Background: an optimization exercise with open tools, aiming at small area, a short achievable clock period and few clock cycles per item. Do not read the settings as production practice. Where RTL was checked, it was by simulation tests only, not by an equivalence proof against the original. Power is estimated from default activity; no workload was simulated.

==> inputs of exp/indigo <==
## conv3x3_stream_engine
module conv3x3_stream_engine #(
    parameter int BIT_DEPTH = 8,
    parameter int IMG_W     = 28,
    parameter int IMG_H     = 28,
    parameter int ACC_W     = 20,
    parameter int ADDR_W    = 10
) (
    input  logic                 clk,
    input  logic                 rst,
    input  logic                 kernel_wr_en,
    input  logic [3:0]           kernel_wr_addr,
    input  logic [BIT_DEPTH-1:0] kernel_wr_data,
    input  logic                 start,
    input  logic [1:0]           stride,
    input  logic                 relu_en,
    input  logic [4:0]           shift_amt,
    input  logic                 pix_valid,
    input  logic [BIT_DEPTH-1:0] pix_data,
    output logic                 pix_ready,
    output logic                 out_valid,
    output logic [BIT_DEPTH-1:0] out_data,
    output logic [ADDR_W-1:0]    out_addr,
    input  logic                 out_ready,
    output logic                 busy,
    output logic                 done
);
==> flow/config.mk <==
export PLATFORM = sky130hd
export DESIGN_NAME = conv3x3_stream_engine
export DESIGN_NICKNAME = conv3x3_stream_engine
export VERILOG_FILES = /design/flow/design.v
export SDC_FILE = /design/flow/constraint.sdc
export NUM_CORES = 4
export LEC_CHECK = 0
export CAP_MARGIN = 50
export CORE_MARGIN = 2
export CORE_UTILIZATION = 40
export CTS_BUF_LIST = sky130_fd_sc_hd__clkbuf_8
export CTS_CLUSTER_DIAMETER = 60
export CTS_CLUSTER_SIZE = 20
export SLEW_MARGIN = 70
export SYNTH_HIERARCHICAL = 1
==> flow/constraint.sdc <==
create_clock -name core_clock -period 13.0 [get_ports {clk}]
set_input_delay 2.6000 -clock core_clock [delete_from_list [all_inputs] [get_ports {clk}]]
set_output_delay 2.6000 -clock core_clock [all_outputs]
set_load 0.01 [all_outputs]
standard.sh (not shown) runs the stock make flow with config.mk's settings and CLKGATE_MAP_FILE= SYNTH_SCRIPT=/design/flow/synth_recipe.tcl, a recipe that flattens the netlist after the stock synthesis.
==> flow/flow/run.sh <==
#!/bin/bash
# Own layout flow: the standard synthesis and layout, with two changes to
# how the layout is made:
#  - ports are buffered with sky130_fd_sc_hd__buf_2 instead of the default
#    buffer the flow picks (a slow clock-delay cell);
#  - delay cells (clkdlybuf*, dlygate*, dlymetal*) are not used by the
#    resizer's slew/capacitance repair on signal nets.
# Each run of standard.sh writes its full output to a log file here.
set -euo pipefail
bash standard.sh synth > synth.log 2>&1
export BUFFER_PORTS_ARGS="-buffer_cell sky130_fd_sc_hd__buf_2"
export DONT_USE_CELLS="sky130_fd_sc_hd__clkdlybuf4s15_1 sky130_fd_sc_hd__clkdlybuf4s15_2 sky130_fd_sc_hd__clkdlybuf4s18_1 sky130_fd_sc_hd__clkdlybuf4s18_2 sky130_fd_sc_hd__clkdlybuf4s25_1 sky130_fd_sc_hd__clkdlybuf4s25_2 sky130_fd_sc_hd__clkdlybuf4s50_1 sky130_fd_sc_hd__clkdlybuf4s50_2 sky130_fd_sc_hd__dlygate4sd1_1 sky130_fd_sc_hd__dlygate4sd2_1 sky130_fd_sc_hd__dlygate4sd3_1 sky130_fd_sc_hd__dlymetal6s2s_1 sky130_fd_sc_hd__dlymetal6s4s_1 sky130_fd_sc_hd__dlymetal6s6s_1"
bash standard.sh > layout.log 2>&1
==> inputs of exp/zinc, as changes to exp/indigo <==
- CTS_BUF_LIST: sky130_fd_sc_hd__clkbuf_8 -> sky130_fd_sc_hd__clkbuf_4 sky130_fd_sc_hd__clkbuf_8 sky130_fd_sc_hd__clkbuf_16
- CTS_CLUSTER_SIZE: 20 -> 16
==> inputs of exp/willow, as changes to exp/indigo <==
--- a/flow/design.v
+++ b/flow/design.v
@@ -21,65 +21,70 @@
     output logic [BIT_DEPTH-1:0] out_data,
     output logic [ADDR_W-1:0]    out_addr,
     input  logic                 out_ready,
     output logic                 busy,
     output logic                 done
 );
     localparam int QD  = 4;
     localparam int CAP = QD + 1;
-    logic       busy_r, done_r, pix_ready_r, all_in;
+    logic       busy_r, done_r, pix_ready_r, out_valid_r;
+    logic       idle_i, ndone_i, nrdy_i, nov_i;
+    logic       all_in;
     logic       stride2_r, relu_r;
     logic [4:0] shift_r;
     logic [4:0] col_in, row_in;
     logic [CAP-1:0] nth;         
     logic [7:0] kr [0:8];
-    logic       out_valid_r;
+    wire bsy = !idle_i, dn = !ndone_i, rdy = !nrdy_i, ov = !nov_i;
     logic start_go, accept, deliver, emit_in, last_in, inc;
     logic all_in_next, done_next;
     logic [CAP-1:0] nth_next;
-    assign start_go = !busy_r && start;
-    assign accept   = pix_valid && pix_ready_r;
-    assign deliver  = out_valid_r && out_ready;
+    assign start_go = !bsy && start;
+    assign accept   = pix_valid && rdy;
+    assign deliver  = ov && out_ready;
     assign emit_in  = (row_in >= 5'd2) && (col_in >= 5'd2) &&
                       (!stride2_r || (!row_in[0] && !col_in[0]));
     assign last_in  = (col_in == 5'd27) && (row_in == 5'd27);
     assign inc      = accept && emit_in;
     always_comb begin
         case ({inc, deliver})
             2'b10:   nth_next = {nth[CAP-2:0], 1'b1};
             2'b01:   nth_next = {1'b0, nth[CAP-1:1]};
             default: nth_next = nth;
         endcase
     end
     assign all_in_next = all_in || (accept && last_in);
-    assign done_next   = busy_r && !done_r && all_in_next && !nth_next[0];
+    assign done_next   = bsy && !dn && all_in_next && !nth_next[0];
+    wire busy_nx = start_go || (bsy && !dn);
+    wire done_nx = !start_go && done_next;
+    wire rdy_nx  = start_go || (bsy && !dn && !all_in_next && !nth_next[CAP-1]);
+    wire all_nx  = !start_go && all_in_next;
     assign busy      = busy_r;
     assign done      = done_r;
     assign pix_ready = pix_ready_r;
     always_ff @(posedge clk) begin
         if (!rst) begin
             busy_r      <= 1'b0;
             done_r      <= 1'b0;
             pix_ready_r <= 1'b0;
+            idle_i      <= 1'b1;
+            ndone_i     <= 1'b1;
+            nrdy_i      <= 1'b1;
             all_in      <= 1'b0;
             nth         <= '0;
         end else begin
-            nth <= nth_next;
-            if (start_go) begin
-                busy_r      <= 1'b1;
-                done_r      <= 1'b0;
-                pix_ready_r <= 1'b1;
-                all_in      <= 1'b0;
-            end else begin
-                busy_r      <= busy_r && !done_r;
-                done_r      <= done_next;
-                all_in      <= all_in_next;
-                pix_ready_r <= busy_r && !done_r && !all_in_next && !nth_next[CAP-1];
-            end
+            busy_r      <= busy_nx;
+            done_r      <= done_nx;
+            pix_ready_r <= rdy_nx;
+            idle_i      <= !busy_nx;
+            ndone_i     <= !done_nx;
+            nrdy_i      <= !rdy_nx;
+            all_in      <= all_nx;
+            nth         <= nth_next;
         end
     end
     always_ff @(posedge clk) begin
         if (start_go) begin
             stride2_r <= (stride == 2'd2);
             relu_r    <= relu_en;
             shift_r   <= shift_amt;
             col_in    <= 5'd0;
@@ -96,23 +101,22 @@
     logic       rst_q, kw_v;
     logic [3:0] kw_a;
     logic [7:0] kw_d;
     always_ff @(posedge clk) begin
         rst_q <= rst;
         kw_a  <= kernel_wr_addr;
         kw_d  <= kernel_wr_data;
         if (!rst) kw_v <= 1'b0;
-        else      kw_v <= !busy_r && kernel_wr_en && (kernel_wr_addr < 4'd9);
+        else      kw_v <= !bsy && kernel_wr_en && (kernel_wr_addr < 4'd9);
     end
+    wire [7:0] kw_dr = rst_q ? kw_d : 8'd0;
     always_ff @(posedge clk) begin
-        if (!rst_q) begin
-            for (int i = 0; i < 9; i++) kr[i] <= 8'd0;
-        end else if (kw_v) begin
-            kr[kw_a] <= kw_d;
+        for (int i = 0; i < 9; i++) begin
+            if (!rst_q || (kw_v && kw_a == 4'(i))) kr[i] <= kw_dr;
         end
     end
     logic [7:0]      px_d;
     logic            px_v, px_e;
     logic [8*58-1:0] lbc;
     always_ff @(posedge clk) begin
         px_d <= pix_data;
         if (px_v) lbc <= {lbc[8*57-1:0], px_d};
@@ -2113,29 +2117,33 @@
         end
     end
     logic [7:0]  out_data_r;
     logic [9:0]  out_addr_r;
     logic [7:0]  q [0:QD-1];
     logic [QD-1:0] qv;
     logic pop, push;
     assign pop  = qv[0] && out_ready;
-    assign push = vs && (qv[0] || (out_valid_r && !out_ready));
+    assign push = vs && (qv[0] || (ov && !out_ready));
     always_ff @(posedge clk) begin
         if (!rst) begin
             out_valid_r <= 1'b0;
+            nov_i       <= 1'b1;
             qv          <= '0;
         end else begin
-            if (!out_valid_r || out_ready) out_valid_r <= qv[0] || vs;
+            if (!ov || out_ready) begin
+                out_valid_r <= qv[0] || vs;
+                nov_i       <= !(qv[0] || vs);
+            end
             if (pop && !push)      qv <= {1'b0, qv[QD-1:1]};
             else if (push && !pop) qv <= {qv[QD-2:0], 1'b1};
         end
     end
     always_ff @(posedge clk) begin
-        if (!out_valid_r || out_ready) out_data_r <= qv[0] ? q[0] : res;
+        if (!ov || out_ready) out_data_r <= qv[0] ? q[0] : res;
         for (int i = 0; i < QD; i++) begin
             if (pop) begin
                 if (push && qv[i] && (i == QD - 1 || !qv[(i + 1) % QD])) q[i] <= res;
                 else if (i < QD - 1)                                       q[i] <= q[(i + 1) % QD];
             end else if (push && !qv[i] && (i == 0 || qv[(i + QD - 1) % QD])) begin
                 q[i] <= res;
             end
         end
- CORE_UTILIZATION: 40 -> 55
- CTS_CLUSTER_DIAMETER: 60 -> 50
- CTS_CLUSTER_SIZE: 20 -> 14
==> qor summary <==
quantity                                                             exp/indigo      exp/willow        exp/zinc
Number of cell instances on the worst register-to-register path              11               8              11
Via count                                                                 21829           21724           21928
Count of sequential standard cells                                          748             752             748
Relative contribution of sequential cells to total power                  0.259           0.268           0.245
Area used by sequential logic in the layout                          0.0208 mm²      0.0209 mm²      0.0208 mm²
Status                                                           finished clean  finished clean  finished clean
Worst-case vdd ir drop                                                 0.618 mV        0.614 mV        0.609 mV
Data required time at the worst endpoint                               10.40 ns        10.40 ns        13.52 ns
Sequential share of cell area                                             0.482           0.485           0.470
Gate count after technology mapping                                        2668            2675            2668
GR met1 Demand/Resource                                                   0.269           0.383           0.273
Path type of the worst setup path                                       reg2out         reg2out         reg2reg
Starting density of the core                                              0.405           0.557           0.405
Pwr Total                                                               11.9 mW         11.7 mW         12.6 mW
Final worst hold slack                                                 0.370 ns        0.373 ns        0.363 ns
Clock network area share                                                 0.0313          0.0396          0.0547
Count of inverters other than clock inverters in the layout                  60              56              60
Testbench counts of exp/indigo, summed over its fixed seeds: cycles 25,476, items 14,027.
Testbench counts of exp/zinc, summed over its fixed seeds: cycles 25,476, items 14,027.
The RTL of exp/willow was laid out without a check of its function.

==> static timing again, ports no longer ideal <==
No port has a modelled driver above. Below, the same layouts with a new extraction and two added sets of constraints. Step 1: set_driving_cell puts a clkbuf_16 on clk and a buf_2 on each other input, an assumption about the parent block. Step 2, shift: input delay + t, output delay - t, t = (earliest + latest rising clock arrival at the registers) / 2. This alone moves slack from input paths to output paths. Three values: ideal ports, drivers, drivers and shift; two values: the first two.
| run | t (ns) | setup slack, ns | latest minus earliest clock arrival (ns) | worst slew at a driven data input, ns |
|---|---|---|---|---|
| exp/indigo | 0.795 | 8.980 / 8.919 / 8.541 | 0.068 / 0.068 | 0.04 |
| exp/zinc | 0.695 | 9.110 / 9.046 / 8.537 | 0.055 / 0.054 | 0.04 |
| exp/willow | 0.756 | 9.102 / 9.043 / 8.491 | 0.047 / 0.047 | 0.07 |
After both steps every run listed still meets setup and hold. The setup slack of exp/willow, which loses most, moves by -0.059 ns with the drivers and by -0.611 ns with both steps.
